Source: an optimization exercise on an open RTL-to-GDS flow (aim: a short achievable clock period and few clock cycles). Production flows keep margins and buffers that such runs may drop.
The RTL was checked by simulation tests, not by an equivalence proof against the original design.
In every run shown here, the design's own scripts or RTL, not TritonCTS, make the clock network.
The clock port is modelled as an ideal driver, which makes a skipped or thinned clock tree look cheaper than it is; a real chip needs a root buffer or a tree.
Power figures rest on the tool's default switching activity, not on a simulated workload.

==> flow/design.v <==
package cpu_pkg;
  typedef logic [15:0] word_t;      
  typedef logic [15:0] instr_t;
  typedef logic [3:0]  reg_addr_t;
  typedef logic [15:0] imm_t;       
  typedef enum logic [3:0] {
    OP_NOP  = 4'd0,
    OP_ADD  = 4'd1,
    OP_SUB  = 4'd2,
    OP_AND  = 4'd3,
    OP_OR   = 4'd4,
    OP_XOR  = 4'd5,
    OP_MOVI = 4'd6,
    OP_ADDI = 4'd7,
    OP_B    = 4'd8
  } opcode_e;
  typedef enum logic {
    FWD_REG = 1'b0,   
    FWD_WB  = 1'b1    
  } fwd_sel_e;
  localparam word_t RESET_PC = 16'h0000;
  localparam int    NUM_REGS = 16;
endpackage
`timescale 1ns/1ns
module cpu_core #(
  parameter int NUM_REGS = cpu_pkg::NUM_REGS
) (
  input  logic               clk_i,
  input  logic               reset_2_r,
  input  cpu_pkg::instr_t    instr_i,
  output cpu_pkg::word_t     pc_o,
  output logic               wb_valid_o,
  output cpu_pkg::reg_addr_t wb_rd_o,
  output cpu_pkg::word_t     wb_data_o
);
  localparam int NF = 8;    
  logic [15:0]   pc_q;      
  logic [15:0]   pco_q;     
  logic [15:0]   f_next;
  logic          d_redir;   
  logic [15:0]   d_tgt;
  assign pc_o = pco_q;
  logic [NF-1:0] fv_q;
  logic [15:0]   fkm1_q [NF];   
  logic [15:0]   ftgt_q [NF];
  logic [NF-1:0] fch_q [NF];    
  logic [15:0]   fct_q [NF];    
  logic [NF-1:0] fm_q;          
  logic          fh_q;          
  logic          fc_q;          
  logic [15:0]   ffi_q;         
  logic [15:0]   ffc_q;         
  logic [NF-1:0] fi_q;          
  logic [NF-1:0] m_chain, m_next;
  logic [NF-1:0] mi_inc, mi_ffi, mi_ffc, mi_tgt, mi_next;
  logic [NF-1:0] f_repl;        
  logic [15:0]   ffi_next, ffc_next;
  logic [15:0]   f_inc;
  assign f_inc = pc_q + 16'd1;
  always_comb begin
    m_chain  = '0;
    ffi_next = '0;
    ffc_next = '0;
    for (int i = 0; i < NF; i++) begin
      m_chain  = m_chain | (fm_q[i] ? fch_q[i] : '0);
      ffi_next = ffi_next | (fi_q[i] ? ftgt_q[i] : 16'h0000);
      ffc_next = ffc_next | (fm_q[i] ? fct_q[i] : 16'h0000);
      mi_inc[i] = fv_q[i] && (fkm1_q[i] == f_inc);
      mi_ffi[i] = fv_q[i] && (fkm1_q[i] == ffi_q);
      mi_ffc[i] = fv_q[i] && (fkm1_q[i] == ffc_q);
      mi_tgt[i] = fv_q[i] && (fkm1_q[i] == d_tgt);
    end
    m_next  = (d_redir ? '0 : fh_q ? (m_chain & fv_q) : fi_q) & ~f_repl;
    mi_next = (d_redir ? mi_tgt : fh_q ? (fc_q ? mi_ffc : mi_ffi) : mi_inc) & ~f_repl;
  end
  logic [NF-1:0] f_rowhit;
  logic          h_next;
  always_comb begin
    for (int i = 0; i < NF; i++) f_rowhit[i] = |(fch_q[i] & fv_q & ~f_repl);
    h_next = !d_redir && (fh_q ? |(fm_q & f_rowhit) : |(fi_q & ~f_repl));
  end
  always_comb begin
    if (d_redir)   f_next = d_tgt;
    else if (fh_q) f_next = fc_q ? ffc_q : ffi_q;
    else           f_next = f_inc;
  end
  always_ff @(posedge clk_i or posedge reset_2_r) begin
    if (reset_2_r) begin
      pc_q <= cpu_pkg::RESET_PC;
      fm_q <= '0;
      fi_q <= '0;
      fh_q <= 1'b0;
    end else begin
      pc_q <= f_next;
      fm_q <= m_next;
      fi_q <= mi_next;
      fh_q <= h_next;
    end
  end
  always_ff @(posedge clk_i) begin
    pco_q <= reset_2_r ? cpu_pkg::RESET_PC : f_next;
  end
  always_ff @(posedge clk_i) begin
    fc_q  <= fh_q;
    ffi_q <= ffi_next;
    ffc_q <= ffc_next;
  end
  logic        ir_v;
  logic [15:0] ir_q;
  logic [15:0] ir_pc;
  logic [8:0]  ir_tlo;    
  logic [7:0]  ir_thi0;   
  logic [7:0]  ir_thi1;   
  logic        ir_wr, ir_isb, ir_movi, ir_addi, ir_sub, ir_and, ir_or, ir_xor;
  logic        ir_usea, ir_useb;
  logic [3:0]  ir_ra;
  logic [15:0] ir_ra_oh, ir_rb_oh;    
  logic [3:0]  f_op;
  assign f_op = instr_i[15:12];
  always_ff @(posedge clk_i or posedge reset_2_r) begin
    if (reset_2_r) ir_v <= 1'b0;
    else           ir_v <= !d_redir;
  end
  always_ff @(posedge clk_i) begin
    ir_q    <= instr_i;
    ir_pc   <= pc_q;
    ir_tlo  <= {1'b0, pc_q[7:0]} + {1'b0, instr_i[7:0]};
    ir_thi0 <= pc_q[15:8] + {{4{instr_i[11]}}, instr_i[11:8]};
    ir_thi1 <= pc_q[15:8] + {{4{instr_i[11]}}, instr_i[11:8]} + 8'd1;
    ir_wr   <= (f_op >= 4'd1) && (f_op <= 4'd7);
    ir_isb  <= (f_op == 4'd8);
    ir_movi <= (f_op == 4'd6);
    ir_addi <= (f_op == 4'd7);
    ir_sub  <= (f_op == 4'd2);
    ir_and  <= (f_op == 4'd3);
    ir_or   <= (f_op == 4'd4);
    ir_xor  <= (f_op == 4'd5);
    ir_usea <= (f_op >= 4'd1) && (f_op <= 4'd5) || (f_op == 4'd7);
    ir_useb <= (f_op >= 4'd1) && (f_op <= 4'd5);
    ir_ra   <= (f_op == 4'd7) ? instr_i[11:8] : instr_i[7:4];
    for (int k = 0; k < 16; k++) begin
      ir_ra_oh[k] <= ((f_op == 4'd7) ? instr_i[11:8] : instr_i[7:4]) == k;
      ir_rb_oh[k] <= instr_i[3:0] == k;
    end
  end
  logic       d_wr, d_movi, d_addi, d_sub, d_usea, d_useb;
  logic [3:0] d_rd, d_rm, d_ra;
  assign d_wr    = ir_v && ir_wr;
  assign d_movi  = ir_movi;
  assign d_addi  = ir_addi;
  assign d_sub   = ir_sub;
  assign d_usea  = ir_usea;
  assign d_useb  = ir_useb;
  assign d_rd    = ir_q[11:8];
  assign d_rm    = ir_q[3:0];
  assign d_ra    = ir_ra;
  assign d_redir = ir_v && ir_isb;
  assign d_tgt   = {ir_tlo[8] ? ir_thi1 : ir_thi0, ir_tlo[7:0]};
  logic [15:0]   lw_pc;
  logic          lw_v, gap_q;
  logic [NF-1:0] fptr_q;    
  logic          al_q;
  logic [15:0]   al_key, al_tgt;
  logic [15:0]   al_tm1;    
  logic [NF-1:0] we_q;      
  logic [NF-1:0] wc_q;      
  logic [NF-1:0] wr_row;    
  logic [15:0]   wr_km1, wr_tgt;
  logic [NF-1:0] al_row, al_col;
  logic [15:0]   wr_rowt;   
  always_ff @(posedge clk_i or posedge reset_2_r) begin
    if (reset_2_r) begin
      lw_v   <= 1'b0;
      gap_q  <= 1'b0;
      al_q   <= 1'b0;
      we_q   <= '0;
      fptr_q <= {{(NF-1){1'b0}}, 1'b1};
      fv_q   <= '0;
    end else begin
      if (d_wr) begin
        lw_v  <= 1'b1;
        gap_q <= 1'b0;
      end else if (ir_v) begin
        gap_q <= 1'b1;
      end
      al_q <= d_wr && lw_v && gap_q;
      we_q <= al_q ? fptr_q : '0;
      if (|we_q) begin
        fv_q   <= fv_q | we_q;
        fptr_q <= {fptr_q[NF-2:0], fptr_q[NF-1]};
      end
    end
  end
  assign f_repl = we_q;
  always_comb begin
    for (int j = 0; j < NF; j++) begin
      al_row[j] = fptr_q[j] ? (al_key == al_tgt) : (fv_q[j] && (fkm1_q[j] == al_tm1));
      al_col[j] = !fptr_q[j] && (ftgt_q[j] == al_key);
    end
  end
  always_comb begin
    wr_rowt = '0;
    for (int j = 0; j < NF; j++) begin
      wr_rowt = wr_rowt | (wr_row[j] ? (we_q[j] ? wr_tgt : ftgt_q[j]) : 16'h0000);
    end
  end
  always_ff @(posedge clk_i) begin
    if (d_wr) lw_pc <= ir_pc;
    al_key <= lw_pc;
    al_tgt <= ir_pc;
    al_tm1 <= ir_pc - 16'd1;
    wr_km1 <= al_key - 16'd1;
    wr_tgt <= al_tgt;
    wr_row <= al_row;
    wc_q   <= al_q ? al_col : '0;
    for (int i = 0; i < NF; i++) begin
      if (we_q[i]) begin
        fkm1_q[i] <= wr_km1;
        ftgt_q[i] <= wr_tgt;
        fch_q[i]  <= wr_row;
        fct_q[i]  <= wr_rowt;
      end else begin
        for (int j = 0; j < NF; j++) begin
          if (we_q[j]) fch_q[i][j] <= wc_q[i];
        end
        if (wc_q[i]) fct_q[i] <= wr_tgt;
      end
    end
  end
  localparam int SW = 4;           
  localparam int NS = 16 / SW;     
  logic [SW-1:0]       rf_q [NS][NUM_REGS];
  logic [NUM_REGS-1:0] rv_q [NS];
  logic [NS-1:0] x_wr, x_movi, x_addi, x_sub, x_and, x_or, x_xor, x_fa, x_fb, x_c;
  logic [3:0]    x_rd [NS];
  logic [3:0]    x_ra [NS];
  logic [3:0]    x_rb [NS];
  logic [7:0]    x_imm [NS];
  logic [SW-1:0] x_a [NS];
  logic [SW-1:0] x_b [NS];
  logic [SW-1:0] r_q [NS];
  logic [NS-1:0] w_wr;
  logic [3:0]    w_rd [NS];
  logic [SW-1:0] s_a [NS];
  logic [SW-1:0] s_b [NS];
  logic [SW-1:0] s_res [NS];
  logic [NS-1:0] s_co;
  logic [15:0]   g_ra [NS];      
  logic [15:0]   g_rb [NS];
  logic [NS-1:0] g_ba, g_bb;     
  logic [NS-1:0] g_movi, g_addi;
  logic [7:0]    g_imm [NS];
  logic [SW-1:0] g_a [NS];       
  logic [SW-1:0] g_b [NS];
  logic [15:0]   x_ra_oh [NS];
  logic [15:0]   x_rb_oh [NS];
  logic [NS-1:0] x_ba, x_bb;
  always_comb begin
    g_ra[0]   = ir_ra_oh;
    g_rb[0]   = ir_rb_oh;
    g_ba[0]   = w_wr[0] && (w_rd[0] == d_ra);
    g_bb[0]   = w_wr[0] && (w_rd[0] == d_rm);
    g_movi[0] = d_movi;
    g_addi[0] = d_addi;
    g_imm[0]  = ir_q[7:0];
    for (int s = 1; s < NS; s++) begin
      g_ra[s]   = x_ra_oh[s-1];
      g_rb[s]   = x_rb_oh[s-1];
      g_ba[s]   = x_ba[s-1];
      g_bb[s]   = x_bb[s-1];
      g_movi[s] = x_movi[s-1];
      g_addi[s] = x_addi[s-1];
      g_imm[s]  = x_imm[s-1];
    end
  end
  for (genvar s = 0; s < NS; s++) begin : g_rd
    logic [SW-1:0] ra_v, rb_v;
    logic [15:0]   imm_z;
    always_comb begin
      ra_v = '0;
      rb_v = '0;
      for (int k = 0; k < NUM_REGS; k++) begin
        ra_v = ra_v | ((g_ra[s][k] && rv_q[s][k]) ? rf_q[s][k] : '0);
        rb_v = rb_v | ((g_rb[s][k] && rv_q[s][k]) ? rf_q[s][k] : '0);
      end
    end
    assign imm_z  = {8'h00, g_imm[s]};
    assign g_a[s] = g_movi[s] ? '0 : g_ba[s] ? r_q[s] : ra_v;
    assign g_b[s] = (g_movi[s] || g_addi[s]) ? imm_z[s*SW +: SW] :
                    g_bb[s] ? r_q[s] : rb_v;
  end
  always_ff @(posedge clk_i) begin
    for (int s = 0; s < NS; s++) begin
      x_ra_oh[s] <= g_ra[s];
      x_rb_oh[s] <= g_rb[s];
      x_ba[s]    <= g_ba[s];
      x_bb[s]    <= g_bb[s];
    end
  end
  always_ff @(posedge clk_i or posedge reset_2_r) begin
    if (reset_2_r) begin
      x_wr <= '0;
      w_wr <= '0;
      for (int s = 0; s < NS; s++) rv_q[s] <= '0;
    end else begin
      x_wr <= {x_wr[NS-2:0], d_wr};
      w_wr <= x_wr;
      for (int s = 0; s < NS; s++) begin
        if (w_wr[s]) rv_q[s][w_rd[s]] <= 1'b1;
      end
    end
  end
  always_ff @(posedge clk_i) begin
    x_rd[0]   <= d_rd;
    x_ra[0]   <= d_ra;
    x_rb[0]   <= d_rm;
    x_imm[0]  <= ir_q[7:0];
    x_movi[0] <= d_movi;
    x_addi[0] <= d_addi;
    x_sub[0]  <= d_sub;
    x_and[0]  <= ir_and;
    x_or[0]   <= ir_or;
    x_xor[0]  <= ir_xor;
    x_fa[0]   <= x_wr[0] && (x_rd[0] == d_ra) && d_usea;
    x_fb[0]   <= x_wr[0] && (x_rd[0] == d_rm) && d_useb;
    x_c[0]    <= d_sub;
    x_a[0]    <= g_a[0];
    x_b[0]    <= g_b[0];
    for (int s = 1; s < NS; s++) begin
      x_rd[s]   <= x_rd[s-1];
      x_ra[s]   <= x_ra[s-1];
      x_rb[s]   <= x_rb[s-1];
      x_imm[s]  <= x_imm[s-1];
      x_movi[s] <= x_movi[s-1];
      x_addi[s] <= x_addi[s-1];
      x_sub[s]  <= x_sub[s-1];
      x_and[s]  <= x_and[s-1];
      x_or[s]   <= x_or[s-1];
      x_xor[s]  <= x_xor[s-1];
      x_fa[s]   <= x_fa[s-1];
      x_fb[s]   <= x_fb[s-1];
      x_c[s]    <= s_co[s-1];
      x_a[s]    <= g_a[s];
      x_b[s]    <= g_b[s];
    end
    for (int s = 0; s < NS; s++) begin
      r_q[s]  <= s_res[s];
      w_rd[s] <= x_rd[s];
      if (w_wr[s]) rf_q[s][w_rd[s]] <= r_q[s];
    end
  end
  always_comb begin
    for (int s = 0; s < NS; s++) begin
      logic [SW:0] sum;
      s_a[s] = x_fa[s] ? r_q[s] : x_a[s];
      s_b[s] = (x_fb[s] ? r_q[s] : x_b[s]) ^ {SW{x_sub[s]}};
      sum    = {1'b0, s_a[s]} + {1'b0, s_b[s]} + {{SW{1'b0}}, x_c[s]};
      s_co[s] = sum[SW];
      if (x_and[s])      s_res[s] = s_a[s] & s_b[s];
      else if (x_or[s])  s_res[s] = s_a[s] | s_b[s];
      else if (x_xor[s]) s_res[s] = s_a[s] ^ s_b[s];
      else               s_res[s] = sum[SW-1:0];
    end
  end
  logic [SW-1:0] hold_q [NS][NS];    
  logic [15:0]   x_word;
  always_ff @(posedge clk_i) begin
    for (int s = 0; s < NS; s++) begin
      hold_q[s][0] <= r_q[s];
      for (int k = 1; k < NS; k++) hold_q[s][k] <= hold_q[s][k-1];
    end
  end
  always_comb begin
    x_word[(NS-1)*SW +: SW] = s_res[NS-1];
    if (NS > 1) x_word[(NS-2)*SW +: SW] = r_q[NS-2];
    for (int s = 0; s < NS - 2; s++) x_word[s*SW +: SW] = hold_q[s][NS-3-s];
  end
  logic        w_valid;
  logic [3:0]  w_rd_o;
  logic [15:0] w_data;
  always_ff @(posedge clk_i) begin
    w_valid <= !reset_2_r && x_wr[NS-1];
    w_rd_o  <= x_wr[NS-1] ? x_rd[NS-1] : 4'h0;
    w_data  <= x_wr[NS-1] ? x_word : 16'h0000;
  end
  assign wb_valid_o = w_valid;
  assign wb_rd_o    = w_rd_o;
  assign wb_data_o  = w_data;
endmodule
==> flow/flow/run.sh <==
#!/bin/bash
# Standard synthesis, then the standard layout with a two-level clock tree
# put in place after CTS (flow/post_cts.tcl). Each step logs to its own file.
set -euo pipefail
HERE=$(pwd)
bash standard.sh synth > synth.log 2>&1
bash standard.sh POST_CTS_TCL=$HERE/flow/post_cts.tcl finish > layout.log 2>&1
==> flow/flow/manual_cts.tcl <==
proc mcts_centroid { its } {
  set sx 0; set sy 0; set n 0
  foreach it $its {
    set bb [[$it getInst] getBBox]
    set sx [expr {$sx + ([$bb xMin] + [$bb xMax]) / 2.0}]
    set sy [expr {$sy + ([$bb yMin] + [$bb yMax]) / 2.0}]
    incr n
  }
  return [list [expr {int($sx / $n)}] [expr {int($sy / $n)}]]
}

proc mcts_xy { it } {
  set bb [[$it getInst] getBBox]
  return [list [expr {([$bb xMin] + [$bb xMax]) / 2}] [expr {([$bb yMin] + [$bb yMax]) / 2}]]
}

# split a list of iterms in two halves along the wider axis
proc mcts_split { its {frac 0.5} } {
  set xs {}; set ys {}
  foreach it $its { lassign [mcts_xy $it] x y; lappend xs $x; lappend ys $y }
  set w [expr {[tcl::mathfunc::max {*}$xs] - [tcl::mathfunc::min {*}$xs]}]
  set h [expr {[tcl::mathfunc::max {*}$ys] - [tcl::mathfunc::min {*}$ys]}]
  set idx [expr {$w >= $h ? 0 : 1}]
  set keyed {}
  foreach it $its { lappend keyed [list [lindex [mcts_xy $it] $idx] $it] }
  set sorted [lsort -integer -index 0 $keyed]
  set half [expr {int(round([llength $sorted] * $frac))}]
  set a {}; set b {}
  set i 0
  foreach e $sorted {
    if {$i < $half} { lappend a [lindex $e 1] } else { lappend b [lindex $e 1] }
    incr i
  }
  return [list $a $b]
}

proc mcts_clusters { its maxn } {
  set n [llength $its]
  if {$n <= $maxn} { return [list $its] }
  set k [expr {($n + $maxn - 1) / $maxn}]
  set k1 [expr {$k / 2}]
  lassign [mcts_split $its [expr {double($k1) / $k}]] a b
  return [concat [mcts_clusters $a $maxn] [mcts_clusters $b $maxn]]
}

proc mcts_build { port_name buf_master leaf_max nroots } {
  set db [ord::get_db]
  set block [ord::get_db_block]
  set master [$db findMaster $buf_master]
  set bterm [$block findBTerm $port_name]
  set clknet [$bterm getNet]
  # the registers' clock pins, wherever the clock tree built so far put them
  set sinks {}
  foreach inst [$block getInsts] {
    set mname [[$inst getMaster] getName]
    if {![string match "*__*df*" $mname]} { continue }
    set it [$inst findITerm CLK]
    if {$it eq "NULL" || $it eq ""} { continue }
    lappend sinks $it
  }
  puts "mcts: [llength $sinks] register clock pins"
  # remove the clock tree built so far: every cell on a clock net that is not
  # a register, and every clock net but the port's
  set old_insts {}
  set old_nets {}
  foreach net [$block getNets] {
    if {[$net getSigType] ne "CLOCK"} { continue }
    if {$net ne $clknet} { lappend old_nets $net }
    foreach it [$net getITerms] {
      set inst [$it getInst]
      if {![string match "*__*df*" [[$inst getMaster] getName]]} {
        lappend old_insts $inst
      }
    }
  }
  foreach it $sinks { $it disconnect }
  set old_insts [lsort -unique $old_insts]
  foreach inst $old_insts {
    foreach it [$inst getITerms] { if {[$it getNet] ne "NULL"} { $it disconnect } }
  }
  foreach inst $old_insts { odb::dbInst_destroy $inst }
  foreach net $old_nets { odb::dbNet_destroy $net }
  puts "mcts: removed [llength $old_insts] clock-tree cells and [llength $old_nets] nets"
  foreach it [$clknet getITerms] { $it disconnect }
  # root groups
  set groups [list $sinks]
  while {[llength $groups] < $nroots} {
    set ng {}
    foreach g $groups { lassign [mcts_split $g] a b; lappend ng $a $b }
    set groups $ng
  }
  set r 0; set l 0
  foreach g $groups {
    set clusters [mcts_clusters $g $leaf_max]
    set rnet [odb::dbNet_create $block "mcts_root_${r}_net"]
    $rnet setSigType CLOCK
    set leafpos {}
    foreach c $clusters {
      set lnet [odb::dbNet_create $block "mcts_leaf_${l}_net"]
      $lnet setSigType CLOCK
      set linst [odb::dbInst_create $block $master "mcts_leaf_${l}"]
      lassign [mcts_centroid $c] cx cy
      $linst setLocation $cx $cy
      $linst setPlacementStatus PLACED
      [$linst findITerm A] connect $rnet
      [$linst findITerm X] connect $lnet
      foreach it $c { $it connect $lnet }
      lappend leafpos [list $cx $cy]
      incr l
    }
    set sx 0; set sy 0
    foreach p $leafpos { set sx [expr {$sx + [lindex $p 0]}]; set sy [expr {$sy + [lindex $p 1]}] }
    set n [llength $leafpos]
    set rinst [odb::dbInst_create $block $master "mcts_root_${r}"]
    $rinst setLocation [expr {int($sx / $n)}] [expr {int($sy / $n)}]
    $rinst setPlacementStatus PLACED
    [$rinst findITerm A] connect $clknet
    [$rinst findITerm X] connect $rnet
    puts "mcts: root $r drives [llength $clusters] leaves"
    incr r
  }
}
==> flow/flow/post_cts.tcl <==
# Replace the clock tree from clock_tree_synthesis with a two-level one (see
# manual_cts.tcl), then legalize and repair timing on it.
source [file dirname [info script]]/manual_cts.tcl
mcts_build clk_i sky130_fd_sc_hd__clkbuf_16 24 4
set_propagated_clock [all_clocks]
detailed_placement
estimate_parasitics -placement
report_clock_latency
repair_timing_helper
detailed_placement
check_placement -verbose
estimate_parasitics -placement
report_clock_latency
report_tns
report_wns
==> flow/standard.sh <==
#!/bin/bash
# synth_recipe.tcl (not shown) runs the flow's synth.tcl, then flattens the netlist and writes it again
# the make line also repeats each setting of config.mk as NAME=value (left out here)
make -C /OpenROAD-flow-scripts/flow DESIGN_CONFIG=/design/flow/config.mk WORK_HOME=/design/flow/orfs CLKGATE_MAP_FILE= SYNTH_SCRIPT=/design/flow/synth_recipe.tcl "${@:-finish}"
==> flow/config.mk <==
export PLATFORM = sky130hd
export DESIGN_NAME = cpu_core
export DESIGN_NICKNAME = cpu_core
export VERILOG_FILES = /design/flow/design.v
export SDC_FILE = /design/flow/constraint.sdc
export NUM_CORES = 4
export LEC_CHECK = 0
export ABC_CLOCK_PERIOD_IN_PS = 1500
export CAP_MARGIN = 20
export CORE_MARGIN = 2
export CORE_UTILIZATION = 50
export SETUP_SLACK_MARGIN = 4.0
export SLEW_MARGIN = 20
==> flow/constraint.sdc <==
create_clock -name core_clock -period 6.0 [get_ports {clk_i}]
set_input_delay 1.2000 -clock core_clock [delete_from_list [all_inputs] [get_ports {clk_i}]]
set_output_delay 1.2000 -clock core_clock [all_outputs]
set_load 0.01 [all_outputs]
==> impl_metrics.ini, run 1 <==
[logic_synthesis]
synth_top_family_by_area = simple AND/OR/NAND/NOR gates
yosys.area.top_type_share_pct = 31.87
synth_ff_type = dfxtp_1
synthAdderAreaFrac_pct = 2.005
synth_xor_area_share_pct = 7.723
yosysSeqAreaShare_pct = 59.67
syn_avg_cell_area_um2 = 11.41
syn_area_um2 = 55780
synth-edff-count = 592
synth_simple_gate_area_share_pct = 15.03
synth.area.mux_share_pct = 3.968
synth-compound-area-share_pct = 8.672
async_reset_ff_share_pct = 9.745
synth_cell_types = 80
yosys_warnings = 25
yosys.area.top_type = edfxtp_1
synth_area_leaders = edfxtp_1, dfxtp_1, dfrtp_1
synth_cells = 4890
ys_ff_latch = 1334
synth_nets = 4992

[sta]
fin_tns_setup_ps = 0
fin_crit_sh_pct = 42.37
timing_worst_slew_pin_value_ps = 1229
fmax_ghz = 0.3933
min_period_ps = 2542
rsz0062_at_grt = yes
max_slew_margin_pct = 18.06
whs_ps = 332.5
slew_viol_final = 0
fin_skew_ps = 46.69
hold_viol_final = 0
final-setup-viol-count = 0

[clock_network]
cts.sinks = 1334
clkTransAtPathRegs_ps = 110
clock_latency_ps = 510

[power_and_ir_drop]
clockPowerShare_pct = 19.6
internal_power_w = 0.01518
p_total_w = 0.02288
combPwrFrac_pct = 23.3
ir_worst_vdd_v = 0.0003330
power_switching_w = 0.007692
p_per_area_nw_per_um2 = 355.5
p_sw_share_pct = 33.62
seq_power_share_pct = 57.0
total_leakage_power_nw = 23.72

[routing]
routedWlPerCell_um = 31.29
totalWireLength_um = 202900
ant_nets = 0
vias = 41640
drc = 0
dr.first_iter.drc_count = 5616
vias_per_cell = 6.421
dr.pass1.iters = 8

[grt]
first_global_vias = 40160
grt_use_met2_pct = 54.64
grt_pass1_wl_um = 287700
grt_max_degree = 90
grt_overflow_total = 0
grtUsageMet1_pct = 47.73
gr-usage-met3_pct = 6.121
grt.total_usage_pct = 35.11
antenna_found_initial = 4
grt_busiest_layer = met2

[cells_and_area]
fin_area_um2 = 64350
layout-drive-gt1-share_pct = 23.09
syn_to_final_growth_pct = 15.37
post-route-util_pct = 58.15
regArea_um2 = 33540
multiInputGateArea_um2 = 23100
fillCellCount = 9192
nets = 5098

[setup_path]
worstSetupEndpointType = flop
crit_fanout = 7
r2r_cells = 10
crit_arrival_ps = 2950
worstPathRequired_ps = 6410
path_class = reg2reg
cp-start-kind = flop

[floorplan]
die_area_um2 = 114300
die_x_um = 338.0
start_util_pct = 50.40
core-area_um2 = 110700
row_count = 122
die_h_um = 338.0
io_pins = 55

[placement]
hpwl_um = 135700
dpl_cell_area_um2 = 57620
globalplace.congestion = 0.9943
io_buffers = 54

[hold_path]
min_path_cells = 0
hp-class = reg2reg

[job]
maxCapViolCount = 0

[run_status]
status = complete, no violations
## cell type report
cell class                      count  share of cell area, %
Sequential cell                  1334                  52.12
Multi-Input combinational cell   3138                  35.90
Timing Repair Buffer              364                  6.144
Tap cell                         1488                  2.893
Buffer                             60                  2.333
Inverter                           97                 0.5930
Timing Repair inverter              1                0.01167
Antenna cell                        2               0.007777
## metal layers
metal / vias to the layer above / part of all wire (%)
met4: 4 / 5.7
met3: 567 / 9.8
li1: 17920 / -
met1: 20560 / 40
met5: - / 0.019
met2: 2587 / 45
## cell families after synthesis
logic type | after synthesis
mux | 200
xor+xnor | 491
fa+ha+maj | 84
compound gates | 707
flops | 1334
buf+inv | 421
simple gates | 1653
## state kept, by name (all words and copies together), names as in the netlist, 48 cells and up
name and count:
rf_q 256, fct_q 128, fkm1_q 128, ftgt_q 128, fch_q 64, rv_q 64, x_ra_oh 48, x_rb_oh 48
## stage by stage
step	setup slack, ps	instances
detailed placement	2487	6151
global route	3432	6482
floorplan	2374	4890
global placement	2498	6151
finish	3458	6484
## cell usage in the layout, fill, tap and decap left out, drive strengths merged, types with 10 or more instances in the layout
cell type  Yosys  routed
edfxtp       592     592
nor2         281     281
xnor2        227     227
or2           55      55
nand3        560     560
nand2b        26      26
dfxtp        612     612
and4          16      16
a21oi        170     170
a22o          11      11
dfrtp        129     129
clkbuf       253      61
and2          49      51
mux2         149     149
nor2b         17      17
nor4b         16      16
ha            75      75
a221oi        32      32
a21o          70      70
xor2         264     264
nand2        248     248
a31oi         38      38
nand4        179     180
nor4         105     105
a22oi        247     247
buf           71     346
nor3          68      68
inv           96      95
mux2i         51      51
bufbuf         0      10
o21ai         62      62
## Yosys cell counts, drive strengths merged, types with 11 or more instances
cell type and number:
o21ai 62, nand4 179, edfxtp 592, and4 16, a22oi 247, a21oi 170
nor2b 17, ha 75, dfxtp 612, inv 96, nor3 68, nor4b 16
nor4 105, xor2 264, nor2 281, a21o 70, mux2i 51, nand3 560
nand2b 26, and2 49, mux2 149, a31oi 38, a221oi 32, clkbuf 253
nand2 248, a22o 11, buf 71, dfrtp 129, or2 55, xnor2 227
## power groups by stage
| stage | clock [W] | sequential [W] | combinational, W |
|---|---|---|---|
| 2_1_floorplan | 0 | 0.0116 | 0.00348 |
| 3_3_place_gp | 0 | 0.0132 | 0.00378 |
| 3_5_place_dp | 0 | 0.0132 | 0.00384 |
| 5_1_grt | 0.00482 | 0.0131 | 0.00574 |
| 6_report | 0.00449 | 0.0130 | 0.00534 |
## worst max-delay path: stages (launching register included)
cell and delay [ps]:
dfrtp_2 440, buf_6 120, buf_6 110, nand2_8 70, or4_4 530, a31oi_4 200
buf_6 200, buf_4 130, xnor2_1 100, nand4_1 230, nor4_2 320
## final timing paths
check                      startpoint          end  slack (ps)
setup / recovery              pc_q[1]      fi_q[4]        3460
hold / removal                ir_q[6]  x_imm[0][6]         330
setup reg to reg              pc_q[1]      fi_q[4]        3460
hold reg to reg               ir_q[6]  x_imm[0][6]         330
max in group asynchronous   reset_2_r      we_q[1]        4120
min in group asynchronous   reset_2_r     pc_q[14]        1310
Testbench counts, summed over its fixed seeds: cycles 10,387.
==> inputs of run 2 (changes only) <==
--- a/flow/design.v
+++ b/flow/design.v
@@ -50,9 +50,9 @@
   logic          fc_q;          
   logic [15:0]   ffi_q;         
   logic [15:0]   ffc_q;         
-  logic [NF-1:0] fi_q;          
+  logic [NF-1:0] f_im;          
   logic [NF-1:0] m_chain, m_next;
-  logic [NF-1:0] mi_inc, mi_ffi, mi_ffc, mi_tgt, mi_next;
+  logic [NF-1:0] mi_inc, mi_ffi, mi_ffc, mi_tgt;
   logic [NF-1:0] f_repl;        
   logic [15:0]   ffi_next, ffc_next;
   logic [15:0]   f_inc;
@@ -63,21 +63,42 @@
     ffc_next = '0;
     for (int i = 0; i < NF; i++) begin
       m_chain  = m_chain | (fm_q[i] ? fch_q[i] : '0);
-      ffi_next = ffi_next | (fi_q[i] ? ftgt_q[i] : 16'h0000);
+      ffi_next = ffi_next | (f_im[i] ? ftgt_q[i] : 16'h0000);
       ffc_next = ffc_next | (fm_q[i] ? fct_q[i] : 16'h0000);
       mi_inc[i] = fv_q[i] && (fkm1_q[i] == f_inc);
       mi_ffi[i] = fv_q[i] && (fkm1_q[i] == ffi_q);
       mi_ffc[i] = fv_q[i] && (fkm1_q[i] == ffc_q);
       mi_tgt[i] = fv_q[i] && (fkm1_q[i] == d_tgt);
     end
-    m_next  = (d_redir ? '0 : fh_q ? (m_chain & fv_q) : fi_q) & ~f_repl;
-    mi_next = (d_redir ? mi_tgt : fh_q ? (fc_q ? mi_ffc : mi_ffi) : mi_inc) & ~f_repl;
+    m_next  = (d_redir ? '0 : fh_q ? (m_chain & fv_q) : f_im) & ~f_repl;
+  end
+  logic [NF-1:0] mt_q, mc_q, mf_q, mn_q;   
+  logic [3:0]    ms_q;                     
+  logic [NF-1:0] mr_q;                     
+  always_ff @(posedge clk_i or posedge reset_2_r) begin
+    if (reset_2_r) begin
+      ms_q <= '0;
+    end else begin
+      ms_q <= {d_redir, !d_redir && fh_q && fc_q, !d_redir && fh_q && !fc_q,
+               !d_redir && !fh_q};
+    end
+  end
+  always_ff @(posedge clk_i) begin
+    mt_q <= mi_tgt;
+    mc_q <= mi_ffc;
+    mf_q <= mi_ffi;
+    mn_q <= mi_inc;
+    mr_q <= f_repl;
+  end
+  always_comb begin
+    f_im = ((mt_q & {NF{ms_q[3]}}) | (mc_q & {NF{ms_q[2]}}) |
+            (mf_q & {NF{ms_q[1]}}) | (mn_q & {NF{ms_q[0]}})) & ~mr_q;
   end
   logic [NF-1:0] f_rowhit;
   logic          h_next;
   always_comb begin
     for (int i = 0; i < NF; i++) f_rowhit[i] = |(fch_q[i] & fv_q & ~f_repl);
-    h_next = !d_redir && (fh_q ? |(fm_q & f_rowhit) : |(fi_q & ~f_repl));
+    h_next = !d_redir && (fh_q ? |(fm_q & f_rowhit) : |(f_im & ~f_repl));
   end
   always_comb begin
     if (d_redir)   f_next = d_tgt;
@@ -88,12 +109,10 @@
     if (reset_2_r) begin
       pc_q <= cpu_pkg::RESET_PC;
       fm_q <= '0;
-      fi_q <= '0;
       fh_q <= 1'b0;
     end else begin
       pc_q <= f_next;
       fm_q <= m_next;
-      fi_q <= mi_next;
       fh_q <= h_next;
     end
   end
--- a/flow/flow/post_cts.tcl
+++ b/flow/flow/post_cts.tcl
@@ -1,7 +1,7 @@
 # Replace the clock tree from clock_tree_synthesis with a two-level one (see
 # manual_cts.tcl), then legalize and repair timing on it.
 source [file dirname [info script]]/manual_cts.tcl
-mcts_build clk_i sky130_fd_sc_hd__clkbuf_16 24 4
+mcts_build clk_i sky130_fd_sc_hd__clkbuf_16 18 4
 set_propagated_clock [all_clocks]
 detailed_placement
 estimate_parasitics -placement
==> run 2 against run 1 <==
Compared with the run above: still clean; global-route usage rose by 5.8 points; clock skew rose by 44 ps; area after synthesis rose by 12%; critical path depth fell by 1; register-to-register slack improved by 70 ps; combinational power rose by 45%; hold slack got worse by 3.2 ps; power rose by 16%; final cell count rose by 18%; setup slack improved by 74 ps; highest routed layer unchanged.
==> impl_metrics.ini, run 2 <==
[run_status]
status = complete, no violations

[power_and_ir_drop]
p_per_area_nw_per_um2 = 358.3
ir_worst_vdd_v = 0.0004147
p_total_w = 0.02656
total_leakage_power_nw = 27.28

[floorplan]
start_util_pct = 50.47
die_x_um = 357.7
die_h_um = 357.7
row_count = 129
core-area_um2 = 124000
die_area_um2 = 128000
io_pins = 55

[sta]
timing_worst_slew_pin_value_ps = 1109
max_slew_margin_pct = 26.10
final-setup-viol-count = 0
min_period_ps = 2468
fin_skew_ps = 90.23
hold_viol_final = 0
rsz0062_at_grt = yes
fin_tns_setup_ps = 0
fmax_ghz = 0.4051
slew_viol_final = 0
fin_crit_sh_pct = 41.14

[routing]
ant_nets = 0
dr.first_iter.drc_count = 7982
vias_per_cell = 6.659
drc = 0
vias = 50960
totalWireLength_um = 268800
routedWlPerCell_um = 35.12
dr.pass1.iters = 8

[logic_synthesis]
yosys_warnings = 25
synth_area_leaders = edfxtp_1, dfxtp_1, xnor2_1
synth-compound-area-share_pct = 8.756
synth-edff-count = 592
synth_xor_area_share_pct = 12.24
yosysSeqAreaShare_pct = 54.32
synth_simple_gate_area_share_pct = 15.46
synth.area.mux_share_pct = 3.640
synth_ff_type = dfxtp_1
synth_common_cells = dfxtp_1, edfxtp_1, nand3_1, xnor2_1, xor2_1
synthAdderAreaFrac_pct = 1.804
synth_top_family_by_area = simple AND/OR/NAND/NOR gates
async_reset_ff_share_pct = 9.197
yosysMostFrequentCell = dfxtp_1
ys_ff_latch = 1370
syn_area_um2 = 62560
yosys.area.top_type_share_pct = 28.42
yosys.area.top_type = edfxtp_1
synth_cell_types = 82
synth_cells = 5837
synth_nets = 5939
syn_avg_cell_area_um2 = 10.72

[setup_path]
worstPathRequired_ps = 6510
crit_fanout = 6
path_class = reg2reg
worstSetupEndpointType = flop
reg2reg_slack_ps = 3530
r2r_cells = 9
r2r-start = pc_q[5]
cp-start-kind = flop
r2r-end = mn_q[3]
crit_arrival_ps = 2980

[clock_network]
clkTransAtPathRegs_ps = 90
clock_latency_ps = 600
cts.sinks = 1370

[grt]
grt_use_met2_pct = 61.24
grt_pass1_wl_um = 368600
grt_max_degree = 57
grtUsageMet1_pct = 54.25
grt_overflow_total = 0
grt.total_usage_pct = 40.96
gr-usage-met3_pct = 11.26
first_global_vias = 47690
antenna_found_initial = 14
grt_busiest_layer = met2

[cells_and_area]
final_cell_mix = edfxtp_1, nand3_1, dfxtp_1
syn_to_final_growth_pct = 18.52
layout-drive-gt1-share_pct = 24.59
nets = 6114
largest_register_ffs = 256
post-route-util_pct = 59.81
layout_commonest_cell = edfxtp_1
fin_cells = 7653

[hold_path]
hp-class = reg2reg
min_to = x_xor[0]
min_path_cells = 0
worstHoldStart = ir_xor

[job]
maxCapViolCount = 0

[placement]
globalplace.congestion = 1.086
place_inst = 7122
hpwl_um = 178100
io_buffers = 54
-- run 2: cell types whose count changed in the layout (fill, tap and decap cells not counted), sizes merged, moves of 16 or more --
cell and delta:
a21oi +24, a22oi +32, buf +225, clkbuf +25, dfxtp +40, nand2 +70, nand3 +26, nand4 +75
nor2b +16, nor4 +27, o21ai +36, xnor2 +235, xor2 +146
-- run 2: routing by layer --
metal / vias up / share of wire, %
li1: 21200 / -
met1: 25100 / 38
met2: 3682 / 43
met3: 971 / 12
met4: 14 / 6.9
met5: - / 0.086
-- run 2: layout make-up --
type / instances / area, um2
Fill cell: 10140 / 49820
Sequential cell: 1370 / 34290
Multi-Input combinational cell: 3857 / 29120
Timing Repair Buffer: 595 / 6200
Buffer: 82 / 2052
Tap cell: 1637 / 2048
Inverter: 106 / 414.1
Antenna cell: 6 / 15.01
-- run 2: kinds of logic after synthesis --
logic type / Yosys count
buffers and inverters: 612
and+or+nand+nor: 1878
DFF: 1370
AOI/OAI and AO/OA: 814
xor gates and xnor gates: 872
muxes: 206
adders and majority gates: 85
-- run 2: critical path, stage by stage, from the launching register on --
cell and delay (ps):
dfrtp_2 430, buf_12 140, buf_12 140, nand2_4 130, or2_4 170, buf_4 180
o21ai_0 120, nor3_2 440, nand4_1 300, nor4_1 320
-- run 2: worst max-delay path by stage --
stage	start	to	slack (ps)	cells past startpoint
2_1_floorplan	instr_i[8]	ir_thi1[7]	3220	9
3_3_place_gp	instr_i[8]	ir_thi1[7]	2280	10
3_5_place_dp	instr_i[8]	ir_thi1[7]	2280	10
5_1_grt	instr_i[8]	ir_thi1[7]	3530	10
6_report	pc_q[5]	mn_q[3]	3530	9
-- run 2: where the power goes --
group	internal [W]	switching (W)
sequential	0.0111	0.00229
combinational	0.00356	0.00418
clock	0.00239	0.00302
total	0.0171	0.00949
-- run 2: stage by stage --
stage / setup WS [ps] / hold WS [ps] / cell area (um2)
floorplan: 3219 / 309.6 / 64090
global placement: 2283 / 310.2 / 65040
finish: 3532 / 329.3 / 74140
detailed placement: 2279 / 312.1 / 65040
global route: 3529 / 332.5 / 74130
Testbench counts of run 2, summed over its fixed seeds: cycles 10,387.
==> inputs of run 3 (changes only) <==
--- a/flow/design.v
+++ b/flow/design.v
@@ -251,13 +251,15 @@
   logic [SW-1:0]       rf_q [NS][NUM_REGS];
   logic [NUM_REGS-1:0] rv_q [NS];
   logic [NS-1:0] x_wr, x_movi, x_addi, x_sub, x_and, x_or, x_xor, x_fa, x_fb, x_c;
+  logic [NS-1:0] x_fbr, x_fbn;   
   logic [3:0]    x_rd [NS];
   logic [3:0]    x_ra [NS];
   logic [3:0]    x_rb [NS];
   logic [7:0]    x_imm [NS];
   logic [SW-1:0] x_a [NS];
-  logic [SW-1:0] x_b [NS];
+  logic [SW-1:0] x_b [NS];       
   logic [SW-1:0] r_q [NS];
+  logic [SW-1:0] rn_q [NS];      
   logic [NS-1:0] w_wr;
   logic [3:0]    w_rd [NS];
   logic [SW-1:0] s_a [NS];
@@ -342,9 +344,11 @@
     x_xor[0]  <= ir_xor;
     x_fa[0]   <= x_wr[0] && (x_rd[0] == d_ra) && d_usea;
     x_fb[0]   <= x_wr[0] && (x_rd[0] == d_rm) && d_useb;
+    x_fbr[0]  <= x_wr[0] && (x_rd[0] == d_rm) && d_useb && !d_sub;
+    x_fbn[0]  <= x_wr[0] && (x_rd[0] == d_rm) && d_useb && d_sub;
     x_c[0]    <= d_sub;
     x_a[0]    <= g_a[0];
-    x_b[0]    <= g_b[0];
+    x_b[0]    <= g_b[0] ^ {SW{d_sub}};
     for (int s = 1; s < NS; s++) begin
       x_rd[s]   <= x_rd[s-1];
       x_ra[s]   <= x_ra[s-1];
@@ -358,12 +362,15 @@
       x_xor[s]  <= x_xor[s-1];
       x_fa[s]   <= x_fa[s-1];
       x_fb[s]   <= x_fb[s-1];
+      x_fbr[s]  <= x_fbr[s-1];
+      x_fbn[s]  <= x_fbn[s-1];
       x_c[s]    <= s_co[s-1];
       x_a[s]    <= g_a[s];
-      x_b[s]    <= g_b[s];
+      x_b[s]    <= g_b[s] ^ {SW{x_sub[s-1]}};
     end
     for (int s = 0; s < NS; s++) begin
       r_q[s]  <= s_res[s];
+      rn_q[s] <= ~s_res[s];
       w_rd[s] <= x_rd[s];
       if (w_wr[s]) rf_q[s][w_rd[s]] <= r_q[s];
     end
@@ -372,7 +379,8 @@
     for (int s = 0; s < NS; s++) begin
       logic [SW:0] sum;
       s_a[s] = x_fa[s] ? r_q[s] : x_a[s];
-      s_b[s] = (x_fb[s] ? r_q[s] : x_b[s]) ^ {SW{x_sub[s]}};
+      s_b[s] = ({SW{x_fbr[s]}} & r_q[s]) | ({SW{x_fbn[s]}} & rn_q[s]) |
+               ({SW{!x_fb[s]}} & x_b[s]);
       sum    = {1'b0, s_a[s]} + {1'b0, s_b[s]} + {{SW{1'b0}}, x_c[s]};
       s_co[s] = sum[SW];
       if (x_and[s])      s_res[s] = s_a[s] & s_b[s];
==> run 3 against run 2 <==
Compared with the run above: clock skew fell by 15 ps; wire length down 3.7%; sequential share of layout area rose by 0.90 points; critical endpoint is now mn_q[6]; largest cell class unchanged.
==> impl_metrics.ini, run 3 <==
[run_status]
status = complete, no violations

[routing]
dr.pass1.iters = 6
dr.max_layer_used = met5
routedWlPerCell_um = 34.60
vias_per_cell = 6.547
dr.first_iter.drc_count = 6905
drc = 0
met2_length_um = 112500
wl_met1_um = 102200
ant_nets = 0
totalWireLength_um = 258900
routed-wl-met3_um = 27690
vias = 48980

[sta]
final-setup-viol-count = 0
fin_skew_ps = 75.47
rsz0062_at_grt = yes
slew_viol_final = 0
max_slew_margin_pct = 30.19
timing_worst_slew_pin_value_ps = 1047
hold_viol_final = 0
fin_tns_setup_ps = 0
whs_ps = 324.4
fmax_ghz = 0.4023
min_period_ps = 2486
fin_crit_sh_pct = 41.43

[setup_path]
slowest_delay_ps = 540
worstPathRequired_ps = 6520
reg2reg_slack_ps = 3510
crit_path_start = pc_q[6]
crit_fanout = 13
crit_family = simple AND/OR/NAND/NOR gates
cp_slowest_cell = dfrtp_2
crit_chain = buf_6, nand3_1, nor2_4, buf_12, buf_4, xnor3_1, o31ai_1, or4_4, nor4_2
worstSetupEndpointType = flop
r2r_cells = 9
worstPathBufferInverterCount = 3
crit_arrival_ps = 3010
r2r-start = pc_q[6]
path_class = reg2reg
r2r-end = mn_q[6]
cp-start-kind = flop

[logic_synthesis]
synth_area_leaders = edfxtp_1, dfxtp_1, xnor2_1
synth_nets = 5830
yosysMostFrequentCell = dfxtp_1
async_reset_ff_share_pct = 9.045
yosysSeqAreaShare_pct = 54.95
syn_area_um2 = 62680
yosys_warnings = 26
yosys.area.top_type_share_pct = 28.36
synth_cells = 5727
syn_avg_cell_area_um2 = 10.94
synth_common_cells = dfxtp_1, edfxtp_1, nand3_1, xnor2_1, xor2_1
synth-edff-count = 592
yosys.area.top_type = edfxtp_1
ys_ff_latch = 1393
synth_ff_type = dfxtp_1
synth_cell_types = 78

[floorplan]
core-area_um2 = 124100
start_util_pct = 50.50
die_area_um2 = 128200
die_h_um = 358.1
die_x_um = 358.1
row_count = 129
io_pins = 55

[placement]
globalplace.congestion = 1.010
io_buffers = 54
hpwl_um = 172600

[hold_path]
min_to = x_or[0]
worstHoldStart = ir_or
min_path_cells = 0
hp-class = reg2reg

[clock_network]
clock_latency_ps = 610
cts.sinks = 1393
clkTransAtPathRegs_ps = 100

[cells_and_area]
layout-drive-gt1-share_pct = 23.92
syn_to_final_growth_pct = 17.73
final_cell_mix = edfxtp_1, dfxtp_1, nand3_1
nets = 5945
layout_commonest_cell = edfxtp_1
post-route-util_pct = 59.46
largest_register_ffs = 256

[grt]
grt_pass1_wl_um = 357100
grt.total_usage_pct = 39.60
grt_max_degree = 52
antenna_found_initial = 8
grt_overflow_total = 0
first_global_vias = 46380

[power_and_ir_drop]
total_leakage_power_nw = 27.22
p_per_area_nw_per_um2 = 353.3
ir_worst_vdd_v = 0.0003416

[job]
maxCapViolCount = 0
## run 3: cells by family (layout without fill, tap and decap cells)
family / count (synthesis) / after routing / synth area share, %
other cells: 0 / 4 / 0
simple gates: 1738 / 1741 / 14.35
compound gates: 820 / 820 / 9.044
xor+xnor: 873 / 873 / 12.56
flops: 1393 / 1393 / 54.95
fa+ha+maj: 86 / 86 / 1.832
buf+inv: 613 / 723 / 3.703
mux: 204 / 204 / 3.559
## run 3: how the worst max path moves through the flow
stage                     slack, ps         end  cells past startpoint
after floorplan                3200  ir_thi1[7]                      8
after global placement         2200  ir_thi1[7]                      9
after detailed placement       2230  ir_thi1[7]                      9
after global routing           3490     mn_q[3]                      9
final                          3510     mn_q[6]                      9
## run 3: area by class of cell
| class | instances | area, um2 |
|---|---|---|
| multi-input cells | 3724 | 28790 |
| plain buffers | 84 | 2102 |
| repair inverters | 2 | 16.27 |
| repair buffers | 503 | 5474 |
| fillers | 10200 | 50320 |
| well taps | 1637 | 2048 |
| inverters | 134 | 560.5 |
| flip-flops and latches | 1393 | 34800 |
| diodes | 4 | 10.01 |
## run 3: through the flow
stage | power [W] | cell area [um2] | setup slack [ps] | instances
after floorplan | 0.01652 | 64340 | 3204 | 5727
after global placement | 0.01896 | 65160 | 2199 | 7003
after detailed placement | 0.01900 | 65160 | 2226 | 7003
after global routing | 0.02695 | 73790 | 3493 | 7479
final | 0.02608 | 73800 | 3514 | 7481
## run 3: power by group
group	leakage, nW	total [W]	switching (W)	internal [W]
registers	12.4	0.0136	0.00227	0.0113
logic	13.8	0.00698	0.00370	0.00327
clock network	1.04	0.00549	0.00305	0.00244
total	27.2	0.0261	0.00902	0.0171
## run 3: metal layers
layer,track usage (%),vias up
li1,-,20700
met1,53.66,24320
met2,59.98,3245
met3,8.346,716
met4,20.42,2
met5,0,-
Testbench counts of run 3, summed over its fixed seeds: cycles 10,387.
==> inputs of run 4 (changes only) <==
--- a/flow/design.v
+++ b/flow/design.v
@@ -42,8 +42,10 @@
   assign pc_o = pco_q;
   logic [NF-1:0] fv_q;
   logic [15:0]   fkm1_q [NF];   
+  logic [15:0]   fkm2_q [NF];   
   logic [15:0]   ftgt_q [NF];
   logic [NF-1:0] fch_q [NF];    
+  logic [NF-1:0] fnx_q [NF];    
   logic [15:0]   fct_q [NF];    
   logic [NF-1:0] fm_q;          
   logic          fh_q;          
@@ -51,48 +53,46 @@
   logic [15:0]   ffi_q;         
   logic [15:0]   ffc_q;         
   logic [NF-1:0] f_im;          
-  logic [NF-1:0] m_chain, m_next;
-  logic [NF-1:0] mi_inc, mi_ffi, mi_ffc, mi_tgt;
+  logic [NF-1:0] m_chain, m_nx, m_next;
+  logic [NF-1:0] mi_inc, mi_tgt;
   logic [NF-1:0] f_repl;        
   logic [15:0]   ffi_next, ffc_next;
   logic [15:0]   f_inc;
   assign f_inc = pc_q + 16'd1;
   always_comb begin
     m_chain  = '0;
+    m_nx     = '0;
     ffi_next = '0;
     ffc_next = '0;
     for (int i = 0; i < NF; i++) begin
       m_chain  = m_chain | (fm_q[i] ? fch_q[i] : '0);
+      m_nx     = m_nx | (fm_q[i] ? fnx_q[i] : '0);
       ffi_next = ffi_next | (f_im[i] ? ftgt_q[i] : 16'h0000);
       ffc_next = ffc_next | (fm_q[i] ? fct_q[i] : 16'h0000);
-      mi_inc[i] = fv_q[i] && (fkm1_q[i] == f_inc);
-      mi_ffi[i] = fv_q[i] && (fkm1_q[i] == ffi_q);
-      mi_ffc[i] = fv_q[i] && (fkm1_q[i] == ffc_q);
-      mi_tgt[i] = fv_q[i] && (fkm1_q[i] == d_tgt);
-    end
-    m_next  = (d_redir ? '0 : fh_q ? (m_chain & fv_q) : f_im) & ~f_repl;
-  end
-  logic [NF-1:0] mt_q, mc_q, mf_q, mn_q;   
-  logic [3:0]    ms_q;                     
-  logic [NF-1:0] mr_q;                     
+      mi_inc[i] = fv_q[i] && (fkm2_q[i] == pc_q);      
+      mi_tgt[i] = fv_q[i] && (fkm1_q[i] == d_tgt);     
+    end
+    m_next = (d_redir ? '0 : fh_q ? (m_chain & fv_q) : f_im) & ~f_repl;
+  end
+  logic [NF-1:0] mt_q, mx_q, mn_q;   
+  logic [2:0]    ms_q;               
+  logic [NF-1:0] mr_q;               
   always_ff @(posedge clk_i or posedge reset_2_r) begin
     if (reset_2_r) begin
       ms_q <= '0;
     end else begin
-      ms_q <= {d_redir, !d_redir && fh_q && fc_q, !d_redir && fh_q && !fc_q,
-               !d_redir && !fh_q};
+      ms_q <= {d_redir, !d_redir && fh_q, !d_redir && !fh_q};
     end
   end
   always_ff @(posedge clk_i) begin
     mt_q <= mi_tgt;
-    mc_q <= mi_ffc;
-    mf_q <= mi_ffi;
+    mx_q <= m_nx & fv_q;
     mn_q <= mi_inc;
     mr_q <= f_repl;
   end
   always_comb begin
-    f_im = ((mt_q & {NF{ms_q[3]}}) | (mc_q & {NF{ms_q[2]}}) |
-            (mf_q & {NF{ms_q[1]}}) | (mn_q & {NF{ms_q[0]}})) & ~mr_q;
+    f_im = ((mt_q & {NF{ms_q[2]}}) | (mx_q & {NF{ms_q[1]}}) |
+            (mn_q & {NF{ms_q[0]}})) & ~mr_q;
   end
   logic [NF-1:0] f_rowhit;
   logic          h_next;
@@ -184,8 +184,11 @@
   logic [NF-1:0] we_q;      
   logic [NF-1:0] wc_q;      
   logic [NF-1:0] wr_row;    
-  logic [15:0]   wr_km1, wr_tgt;
+  logic [15:0]   wr_km1, wr_km2, wr_tgt;
   logic [NF-1:0] al_row, al_col;
+  logic [15:0]   al_km1;    
+  logic [NF-1:0] al_nrow, al_ncol;   
+  logic [NF-1:0] wr_nrow, wn_q;
   logic [15:0]   wr_rowt;   
   always_ff @(posedge clk_i or posedge reset_2_r) begin
     if (reset_2_r) begin
@@ -215,6 +218,8 @@
     for (int j = 0; j < NF; j++) begin
       al_row[j] = fptr_q[j] ? (al_key == al_tgt) : (fv_q[j] && (fkm1_q[j] == al_tm1));
       al_col[j] = !fptr_q[j] && (ftgt_q[j] == al_key);
+      al_nrow[j] = fptr_q[j] ? (al_km1 == al_tgt) : (fv_q[j] && (fkm1_q[j] == al_tgt));
+      al_ncol[j] = !fptr_q[j] && (ftgt_q[j] == al_km1);
     end
   end
   always_comb begin
@@ -228,19 +233,26 @@
     al_key <= lw_pc;
     al_tgt <= ir_pc;
     al_tm1 <= ir_pc - 16'd1;
-    wr_km1 <= al_key - 16'd1;
+    al_km1 <= lw_pc - 16'd1;
+    wr_km1 <= al_km1;
+    wr_km2 <= al_km1 - 16'd1;
+    wr_nrow <= al_nrow;
+    wn_q   <= al_q ? al_ncol : '0;
     wr_tgt <= al_tgt;
     wr_row <= al_row;
     wc_q   <= al_q ? al_col : '0;
     for (int i = 0; i < NF; i++) begin
       if (we_q[i]) begin
         fkm1_q[i] <= wr_km1;
+        fkm2_q[i] <= wr_km2;
+        fnx_q[i]  <= wr_nrow;
         ftgt_q[i] <= wr_tgt;
         fch_q[i]  <= wr_row;
         fct_q[i]  <= wr_rowt;
       end else begin
         for (int j = 0; j < NF; j++) begin
           if (we_q[j]) fch_q[i][j] <= wc_q[i];
+          if (we_q[j]) fnx_q[i][j] <= wn_q[i];
         end
         if (wc_q[i]) fct_q[i] <= wr_tgt;
       end
--- a/flow/flow/manual_cts.tcl
+++ b/flow/flow/manual_cts.tcl
@@ -34,16 +34,32 @@
   return [list $a $b]
 }
 
-proc mcts_clusters { its maxn } {
+# bounding-box width and height of a list of iterms, in dbu
+proc mcts_extent { its } {
+  set xs {}; set ys {}
+  foreach it $its { lassign [mcts_xy $it] x y; lappend xs $x; lappend ys $y }
+  return [list [expr {[tcl::mathfunc::max {*}$xs] - [tcl::mathfunc::min {*}$xs]}] \
+               [expr {[tcl::mathfunc::max {*}$ys] - [tcl::mathfunc::min {*}$ys]}]]
+}
+
+# clusters of at most maxn pins, each with a bounding box of at most maxd
+# dbu half-perimeter
+proc mcts_clusters { its maxn {maxd 0} } {
   set n [llength $its]
-  if {$n <= $maxn} { return [list $its] }
+  if {$n <= $maxn} {
+    if {$maxd <= 0 || $n < 2} { return [list $its] }
+    lassign [mcts_extent $its] w h
+    if {$w + $h <= $maxd} { return [list $its] }
+    lassign [mcts_split $its 0.5] a b
+    return [concat [mcts_clusters $a $maxn $maxd] [mcts_clusters $b $maxn $maxd]]
+  }
   set k [expr {($n + $maxn - 1) / $maxn}]
   set k1 [expr {$k / 2}]
   lassign [mcts_split $its [expr {double($k1) / $k}]] a b
-  return [concat [mcts_clusters $a $maxn] [mcts_clusters $b $maxn]]
+  return [concat [mcts_clusters $a $maxn $maxd] [mcts_clusters $b $maxn $maxd]]
 }
 
-proc mcts_build { port_name buf_master leaf_max nroots } {
+proc mcts_build { port_name buf_master leaf_max nroots {leaf_span 0} } {
   set db [ord::get_db]
   set block [ord::get_db_block]
   set master [$db findMaster $buf_master]
@@ -91,7 +107,7 @@
   }
   set r 0; set l 0
   foreach g $groups {
-    set clusters [mcts_clusters $g $leaf_max]
+    set clusters [mcts_clusters $g $leaf_max [expr {int($leaf_span * [$block getDbUnitsPerMicron])}]]
     set rnet [odb::dbNet_create $block "mcts_root_${r}_net"]
     $rnet setSigType CLOCK
     set leafpos {}
--- a/flow/flow/post_cts.tcl
+++ b/flow/flow/post_cts.tcl
@@ -1,7 +1,7 @@
 # Replace the clock tree from clock_tree_synthesis with a two-level one (see
 # manual_cts.tcl), then legalize and repair timing on it.
 source [file dirname [info script]]/manual_cts.tcl
-mcts_build clk_i sky130_fd_sc_hd__clkbuf_16 18 4
+mcts_build clk_i sky130_fd_sc_hd__clkbuf_16 24 4 140
 set_propagated_clock [all_clocks]
 detailed_placement
 estimate_parasitics -placement
==> run 4 against run 3 <==
Compared with the run above: sequential power rose by 18%; hold slack improved by 9.1 ps; combinational power rose by 4.9%; critical path depth fell by 8; still clean on timing, DRC and antenna; synthesized cell count rose by 3.5%; area after synthesis rose by 10%; via count rose by 2.9%; global-route usage fell by 2.1 points; register-to-register slack improved by 290 ps; largest power group unchanged; maximum frequency rose by 6.2%; power rose by 11%; clock skew fell by 26 ps.
==> impl_metrics.ini, run 4 <==
[grt]
antenna_found_initial = 10
grt_pass1_wl_um = 375100
grt.total_usage_pct = 37.49
grt_overflow_total = 0
grt_max_degree = 55
first_global_vias = 48880

[placement]
io_buffers = 54
hpwl_um = 181900
pre_cts_slack_ps = 2442
globalplace.congestion = 0.9997

[power_and_ir_drop]
p_per_area_nw_per_um2 = 367.8
ir_worst_vdd_v = 0.0003532
total_leakage_power_nw = 29.39

[logic_synthesis]
yosysSeqAreaShare_pct = 59.44
synth-edff-count = 784
synth_area_leaders = edfxtp_1, dfxtp_1, xor2_1
syn_avg_cell_area_um2 = 11.64
synth_nets = 6030
yosys_warnings = 28
yosys.area.top_type_share_pct = 34.14
ys_ff_latch = 1624
synth_cells = 5926
synth_ff_type = edfxtp_1
synth_common_cells = edfxtp_1, dfxtp_1, xor2_1, nand3_1, nand2_1
async_reset_ff_share_pct = 7.697
synth_cell_types = 69
syn_area_um2 = 68950
yosysMostFrequentCell = edfxtp_1
yosys.area.top_type = edfxtp_1

[hold_path]
min_to = hold_q[1][3]
hp-class = reg2reg
min_path_cells = 0
worstHoldStart = hold_q[0][3]

[sta]
final-setup-viol-count = 0
fin_tns_setup_ps = 0
hold_viol_final = 0
timing_worst_slew_pin_value_ps = 1247
min_period_ps = 2341
post-route-worst-setup-slack_ps = 3659
fin_crit_sh_pct = 39.02
slew_viol_final = 0
fmax_ghz = 0.4271
fin_skew_ps = 49.85
max_slew_margin_pct = 16.85
rsz0062_at_grt = yes

[cells_and_area]
syn_to_final_growth_pct = 14.05
largest_register_ffs = 256
fillCellCount = 11360
layout-drive-gt1-share_pct = 20.66
final_cell_mix = edfxtp_1, dfxtp_1, xor2_1
layout_commonest_cell = edfxtp_1
nets = 6143

[setup_path]
crit_chain = buf_6
path_class = reg2out
worstPathBufferInverterCount = 1
r2r-end = fct_q[7][2]
crit_fanout = 1
cp_slowest_cell = dfxtp_4
crit_arrival_ps = 1140
r2r-start = we_q[4]
reg2reg_slack_ps = 3800
cp-start-kind = flop
crit_family = flip-flops
worstPathRequired_ps = 4800
r2r_cells = 7
worstSetupEndpointType = output pin
slowest_delay_ps = 460

[floorplan]
io_pins = 55
die_x_um = 375.4
core-area_um2 = 137200
die_h_um = 375.4
die_area_um2 = 140900
row_count = 136
start_util_pct = 50.28

[routing]
routed-wl-met3_um = 23930
vias_per_cell = 6.432
wl_met1_um = 107100
ant_nets = 0
routedWlPerCell_um = 34.41
drc = 0
dr.max_layer_used = met5
totalWireLength_um = 269600
vias = 50380
dr.first_iter.drc_count = 6584
met2_length_um = 122300
dr.pass1.iters = 8

[job]
maxCapViolCount = 0

[clock_network]
clock_latency_ps = 580
clkTransAtPathRegs_ps = 100
cts.sinks = 1624

[run_status]
status = complete, no violations
-- run 4: where the power goes --
group | switching, W | internal [W]
clock network | 0.00339 | 0.00218
logic | 0.00401 | 0.00331
registers | 0.00282 | 0.0132
-- run 4: layout make-up --
| cell class | instances | area (um2) | share of cell area [%] |
|---|---|---|---|
| Antenna cell | 2 | 5.005 | 0.006364 |
| Buffer | 74 | 1852 | 2.355 |
| Inverter | 133 | 534.3 | 0.6794 |
| Multi-Input combinational cell | 3819 | 28350 | 36.05 |
| Sequential cell | 1624 | 41320 | 52.54 |
| Tap cell | 1794 | 2245 | 2.854 |
| Timing Repair Buffer | 386 | 4324 | 5.499 |
| Timing Repair inverter | 1 | 8.758 | 0.01114 |
-- run 4: cell families (layout without fill, tap and decap cells) --
| logic type | after synthesis | after routing | share of synthesized area [%] |
|---|---|---|---|
| adder cells (fa/ha/maj) | 86 | 86 | 1.669 |
| XOR/XNOR | 907 | 907 | 11.52 |
| buffers and inverters | 483 | 594 | 2.925 |
| flip-flops | 1624 | 1624 | 59.44 |
| multiplexers | 193 | 193 | 3.106 |
| AO/OA/AOI/OAI | 739 | 739 | 7.450 |
| other | 0 | 2 | 0 |
| AND/OR/NAND/NOR | 1894 | 1894 | 13.89 |
-- run 4: layer usage --
layer / track usage [%] / vias up
li1: - / 21500
met1: 50.07 / 25310
met2: 59.80 / 2897
met3: 5.975 / 671
met4: 17.94 / 6
met5: 0 / -
-- run 4: worst max path at each step --
| stage | cells after the start | to | from |
|---|---|---|---|
| 6_report | 1 | pc_o[10] | pco_q[10] |
| 5_1_grt | 9 | ir_thi1[7] | instr_i[8] |
| 3_5_place_dp | 9 | ir_thi1[7] | instr_i[8] |
| 3_3_place_gp | 9 | ir_thi1[7] | instr_i[8] |
| 2_1_floorplan | 8 | ir_thi1[7] | instr_i[8] |
-- run 4: stage by stage --
| stage | hold slack (ps) | total power [W] | cells | utilization, % | area (um2) |
|---|---|---|---|---|---|
| 2_1_floorplan | 309.6 | 0.01909 | 5926 | - | 69980 |
| 5_1_grt | 339.5 | 0.02983 | 7832 | 57.34 | 78640 |
| 6_report | 333.6 | 0.02892 | 7833 | 57.34 | 78640 |
| 3_3_place_gp | 310.4 | 0.02212 | 7509 | 52.25 | 71670 |
| 3_5_place_dp | 312.1 | 0.02217 | 7509 | 52.25 | 71670 |
Testbench counts of run 4, summed over its fixed seeds: cycles 10,387.
==> inputs of run 5 (changes only) <==
--- a/flow/design.v
+++ b/flow/design.v
@@ -33,7 +33,7 @@
   output cpu_pkg::reg_addr_t wb_rd_o,
   output cpu_pkg::word_t     wb_data_o
 );
-  localparam int NF = 8;    
+  localparam int NF = 6;    
   logic [15:0]   pc_q;      
   logic [15:0]   pco_q;     
   logic [15:0]   f_next;
==> run 5 against run 4 <==
Compared with the run above: still clean on timing, DRC and antenna; power is 13% lower; global-route usage is 3.1 points lower; wire length is 22% lower; final cell count is 15% lower; combinational power is 21% lower; area after synthesis is 15% lower; sequential share of layout area is 0.60 points higher; maximum frequency is 1.5% lower; critical path type is now in2reg; critical endpoint is now ir_thi1[7]; highest routed layer unchanged.
==> impl_metrics.ini, run 5 <==
[cells_and_area]
nets = 5277
layout_commonest_cell = edfxtp_1
syn_to_final_growth_pct = 14.12
fin_cells = 6695
layout-drive-gt1-share_pct = 19.98
insertedDiodeCount = 0
largest_register_ffs = 256
final_cell_mix = edfxtp_1, nand3_1, dfxtp_1

[power_and_ir_drop]
ir_worst_vdd_v = 0.0002776
p_total_w = 0.02502
p_per_area_nw_per_um2 = 373.9
total_leakage_power_nw = 24.74

[sta]
slew_viol_final = 0
min_period_ps = 2376
post-route-worst-setup-slack_ps = 3624
rsz0062_at_grt = yes
fin_skew_ps = 29.60
fin_tns_setup_ps = 0
final-setup-viol-count = 0
max_slew_margin_pct = 36.94
fmax_ghz = 0.4208
timing_worst_slew_pin_value_ps = 938.6
fin_crit_sh_pct = 39.61
hold_viol_final = 0

[routing]
dr.pass1.iters = 6
routedWlPerCell_um = 31.50
wl_met1_um = 85580
routed-wl-met3_um = 18140
dr.max_layer_used = met5
totalWireLength_um = 210900
vias_per_cell = 6.262
met2_length_um = 96910
ant_nets = 0
vias = 41930
drc = 0
dr.first_iter.drc_count = 5408

[logic_synthesis]
synth_cell_types = 73
yosys.area.top_type_share_pct = 32.36
synth_xor_area_share_pct = 10.75
synth.area.mux_share_pct = 2.947
ys_ff_latch = 1416
synth_simple_gate_area_share_pct = 14.19
synth_cells = 5056
synth_top_family_by_area = simple AND/OR/NAND/NOR gates
syn_avg_cell_area_um2 = 11.60
synth-edff-count = 632
syn_area_um2 = 58640
synth-compound-area-share_pct = 7.195
synth_nets = 5160
synth_ff_type = dfxtp_1
synthAdderAreaFrac_pct = 1.963
synth_common_cells = dfxtp_1, edfxtp_1, nand3_1, xor2_1, xnor2_1
yosys.area.top_type = edfxtp_1
synth_area_leaders = edfxtp_1, dfxtp_1, xor2_1
yosysSeqAreaShare_pct = 60.13
async_reset_ff_share_pct = 8.263
yosysMostFrequentCell = dfxtp_1
yosys_warnings = 28

[floorplan]
die_area_um2 = 120000
io_pins = 55
row_count = 125
core-area_um2 = 116200
die_x_um = 346.5
die_h_um = 346.5
start_util_pct = 50.46

[setup_path]
crit_arrival_ps = 2780
path_class = in2reg
r2r_cells = 6
crit_path_start = instr_i[8]
worstSetupEndpointType = flop
slowest_delay_ps = 380
r2r-start = we_q[4]
cp-start-kind = input port
crit_chain = buf_8, ha_4, fa_2, a21o_1, a21oi_2, xnor2_2, and3_4, nand3_2, xnor2_1
cp_slowest_cell = fa_2
crit_fanout = 3
worstPathBufferInverterCount = 1
worstPathRequired_ps = 6410
r2r-end = fct_q[4][10]
crit_family = adder cells
reg2reg_slack_ps = 3720

[clock_network]
clock_latency_ps = 520
clkTransAtPathRegs_ps = 90
cts.sinks = 1416

[hold_path]
worstHoldStart = ir_or
min_to = x_or[0]
min_path_cells = 0
hp-class = reg2reg

[grt]
grt_overflow_total = 0
first_global_vias = 40310
antenna_found_initial = 4
grt_max_degree = 42
grt_pass1_wl_um = 298000
grt.total_usage_pct = 34.37

[placement]
pre_cts_slack_ps = 2506
io_buffers = 54
hpwl_um = 147500
globalplace.congestion = 1.001
place_inst = 6396

[run_status]
status = complete, no violations

[job]
maxCapViolCount = 0
==> run 5: changes by cell type after synthesis, moves of 25 or more <==
cell | before | now
nand4_1 | 234 | 170
nand2_1 | 367 | 264
nor2_1 | 269 | 241
xnor2_1 | 361 | 333
a22oi_1 | 291 | 184
edfxtp_1 | 784 | 632
nand3_1 | 537 | 602
nor3_1 | 127 | 100
buf_2 | 55 | 18
a21oi_1 | 163 | 128
nor4_1 | 141 | 116
dfxtp_1 | 715 | 667
mux2_2 | 144 | 108
xor2_1 | 546 | 387
==> run 5: worst max path at each step <==
stage | to | slack, ps | cells after the start
after floorplan | ir_thi1[7] | 3280 | 8
after global placement | ir_thi1[7] | 2530 | 8
after detailed placement | ir_thi1[7] | 2510 | 9
after global routing | ir_thi1[7] | 3540 | 9
final | ir_thi1[7] | 3620 | 9
==> run 5: final cells by class <==
cell class	count	area (um2)
flip-flops and latches	1416	35560
well taps	1524	1907
repair buffers	340	3513
repair inverters	1	5.005
fillers	9638	49280
inverters	139	540.5
multi-input cells	3211	23790
plain buffers	64	1602
==> run 5: layer usage <==
| layer | global-route usage (%) | vias to the layer above |
|---|---|---|
| li1 | - | 18310 |
| met1 | 46.70 | 20900 |
| met2 | 54.81 | 2229 |
| met3 | 5.554 | 488 |
| met4 | 14.33 | 2 |
| met5 | 0 | - |
==> run 5: per-stage QoR <==
stage                     area, um2  hold WS [ps]  util (%)
after detailed placement      61010         313.6     52.50
after global routing          66920         338.6     57.59
final                         66920         332.7     57.59
after global placement        60990         309.6     52.49
after floorplan               59490         309.6         -
==> run 5: where the power goes <==
group	internal [W]	switching [W]
combinational	0.00283	0.00296
clock	0.00190	0.00290
sequential	0.0116	0.00281
total	0.0163	0.00868
==> run 5: worst reg2reg max path: stages (launching register included) <==
cell      delay, ps
dfrtp_4         550
buf_16          180
mux2_2          360
a22o_1          190
a221o_1         290
a221oi_4        340
a21oi_1         120
==> run 5: cell families after synthesis <==
| group | count (synthesis) |
|---|---|
| AOI/OAI and AO/OA | 587 |
| adders and majority gates | 86 |
| muxes | 156 |
| buffers and inverters | 429 |
| DFF | 1416 |
| and+or+nand+nor | 1662 |
| xor gates and xnor gates | 720 |
Testbench counts of run 5, summed over its fixed seeds: cycles 10,415.
